Source: an optimization exercise on an open RTL-to-GDS flow (aim: small area, a short achievable clock period and few clock cycles per item). Production flows keep margins and buffers that such runs may drop. The RTL was checked by simulation tests, not by an equivalence proof against the original design.

Setup of run 1:
Design yuv2rgb_top, start of the top module:
module yuv2rgb_top #(
	parameter int img_width = 320,
	parameter int img_height = 240
) (
	input logic CLOCK_50_I,
	input logic Resetn,
	input logic start,
	input logic [15:0] read_data,
	output logic [15:0] write_data,
	output logic [17:0] address,
	output logic write_en_n,
	output logic done
);
clock: 11.0 ns
lec_check: 0
cap_margin: 20
core_margin: 2
core_utilization: 40
cts_buf_list: sky130_fd_sc_hd__clkbuf_8
cts_cluster_diameter: 100
cts_cluster_size: 16
slew_margin: 20
run.sh (not shown) runs the stock make flow with config.mk's settings and CLKGATE_MAP_FILE= SYNTH_SCRIPT=/design/flow/synth_recipe.tcl, a recipe that flattens the netlist after the stock synthesis.
Run 1 finished all stages; the layout is clean.
Testbench counts of run 1, summed over its fixed seeds: cycles 1,152,168, frames 6.
Changes in run 2 relative to run 1:
==> flow/flow/run.sh (new file) <==
#!/bin/bash
# Standard layout, with the port buffers made from buf_1 cells instead of the
# default choice (a delay buffer): smaller, and faster to the outputs.
set -e
export BUFFER_PORTS_ARGS="-buffer_cell sky130_fd_sc_hd__buf_1"
bash standard.sh > standard.log 2>&1
==> flow/standard.sh (new file) <==
#!/bin/bash
# synth_recipe.tcl (not shown) runs the flow's synth.tcl, then flattens the netlist and writes it again
# the make line also repeats each setting of config.mk as NAME=value (left out here)
make -C /OpenROAD-flow-scripts/flow DESIGN_CONFIG=/design/flow/config.mk WORK_HOME=/design/flow/orfs CLKGATE_MAP_FILE= SYNTH_SCRIPT=/design/flow/synth_recipe.tcl "${@:-finish}"
diff --git a/flow/config.mk b/flow/config.mk
--- a/flow/config.mk
+++ b/flow/config.mk
@@ -11,3 +11,3 @@
-export CTS_BUF_LIST = sky130_fd_sc_hd__clkbuf_8
-export CTS_CLUSTER_DIAMETER = 100
-export CTS_CLUSTER_SIZE = 16
+export CTS_BUF_LIST = sky130_fd_sc_hd__clkbuf_16
+export CTS_CLUSTER_DIAMETER = 120
+export CTS_CLUSTER_SIZE = 20
removed: flow/run.sh
Results
Number of CTS-inserted buffers in run 2 is about 24% below run 1.
Input-level comparison between run 3 and run 2:
==> flow/run.sh (new file) <==
#!/bin/bash
# synth_recipe.tcl (not shown) runs the flow's synth.tcl, then flattens the netlist and writes it again
# the make line also repeats each setting of config.mk as NAME=value (left out here)
make -C /OpenROAD-flow-scripts/flow DESIGN_CONFIG=/design/flow/config.mk WORK_HOME=/design/flow/orfs CLKGATE_MAP_FILE= SYNTH_SCRIPT=/design/flow/synth_recipe.tcl finish
diff --git a/flow/config.mk b/flow/config.mk
--- a/flow/config.mk
+++ b/flow/config.mk
@@ -11,3 +11,2 @@
-export CTS_BUF_LIST = sky130_fd_sc_hd__clkbuf_16
-export CTS_CLUSTER_DIAMETER = 120
-export CTS_CLUSTER_SIZE = 20
+export CTS_BUF_LIST = sky130_fd_sc_hd__clkbuf_4 sky130_fd_sc_hd__clkbuf_8
+export CTS_CLUSTER_SIZE = 25
removed: flow/flow/run.sh
removed: flow/standard.sh
## What came out
- Cell area after placement: run 3 vs run 2 up 1.3%
- Lower register-to-register slack among run 2 and run 3: run 2
- Re delay contributed by the slowest stage of the critical path: run 2 and run 3 aren't equal, and the higher value belongs to run 2.
- Min via count of the first global-routing pass across run 2 and run 3: run 2
- Run 3 vs run 2 — number of buffers added by the clock tree synthesis step climbed by more than 100%
- The first-pass GRT wire length of run 3 was inferior to that of run 2.
- Run 2 → run 3: area of all placed cells without fillers saw an increase; filler cell count in the final layout saw a decrease; vertical die dimension saw little to no change.
> inputs changed (run 3 -> run 4)
diff --git a/flow/config.mk b/flow/config.mk
--- a/flow/config.mk
+++ b/flow/config.mk
@@ -11,2 +10,0 @@
-export CTS_BUF_LIST = sky130_fd_sc_hd__clkbuf_4 sky130_fd_sc_hd__clkbuf_8
-export CTS_CLUSTER_SIZE = 25
==> run notes <==
The slew at the pin with the worst max-slew slack in run 4 was higher than what run 3 gave.
Routed wire in run 4 totals less than in run 3.
Summary of run 4 over run 3: worst reg-to-reg setup slack has remained practically unchanged; share of layout cells above drive strength 1 has decreased; clock net sink count has remained practically unchanged; critical path depth has remained practically unchanged.
Run 4 -> run 3: sequential portion of the cell area flat
Run 4: maximum clock frequency is about 1.2% higher than what run 3 reported.
Relative to run 3, final critical-path share of the clock period has gone down in run 4.
Run 4 vs run 3, instance count: run 4 lower
On utilization after layout, run 4 and run 3 are basically level.

## re-timing with driven ports
No port has a modelled driver above. Below, the same layouts with a new extraction and two added sets of constraints. Step 1 assumes that a clkbuf_16 drives the clock port and a buf_2 every other input. Step 2 moves the port delays by t, midway between the first and last clock arrival at a register: inputs arrive t later, outputs are due t later. That takes back most of the time a late clock gives input paths. a / b / c = ideal ports / drivers / drivers and shift; a / b = the first two.
run | t, ns | setup slack, ns | worst setup path after step 2 | clock arrival spread, ns
run 1 | 0.649 | 7.240 / 7.192 / 7.302 | register to register | 0.045 / 0.045
run 2 | 0.627 | 7.298 / 7.298 / 7.298 | register to register | 0.039 / 0.039
run 3 | 0.696 | 7.238 / 7.182 / 7.340 | register to register | 0.024 / 0.024
run 4 | 0.643 | 7.281 / 7.225 / 7.354 | register to register | 0.030 / 0.031
After both steps every run listed still meets setup and hold.
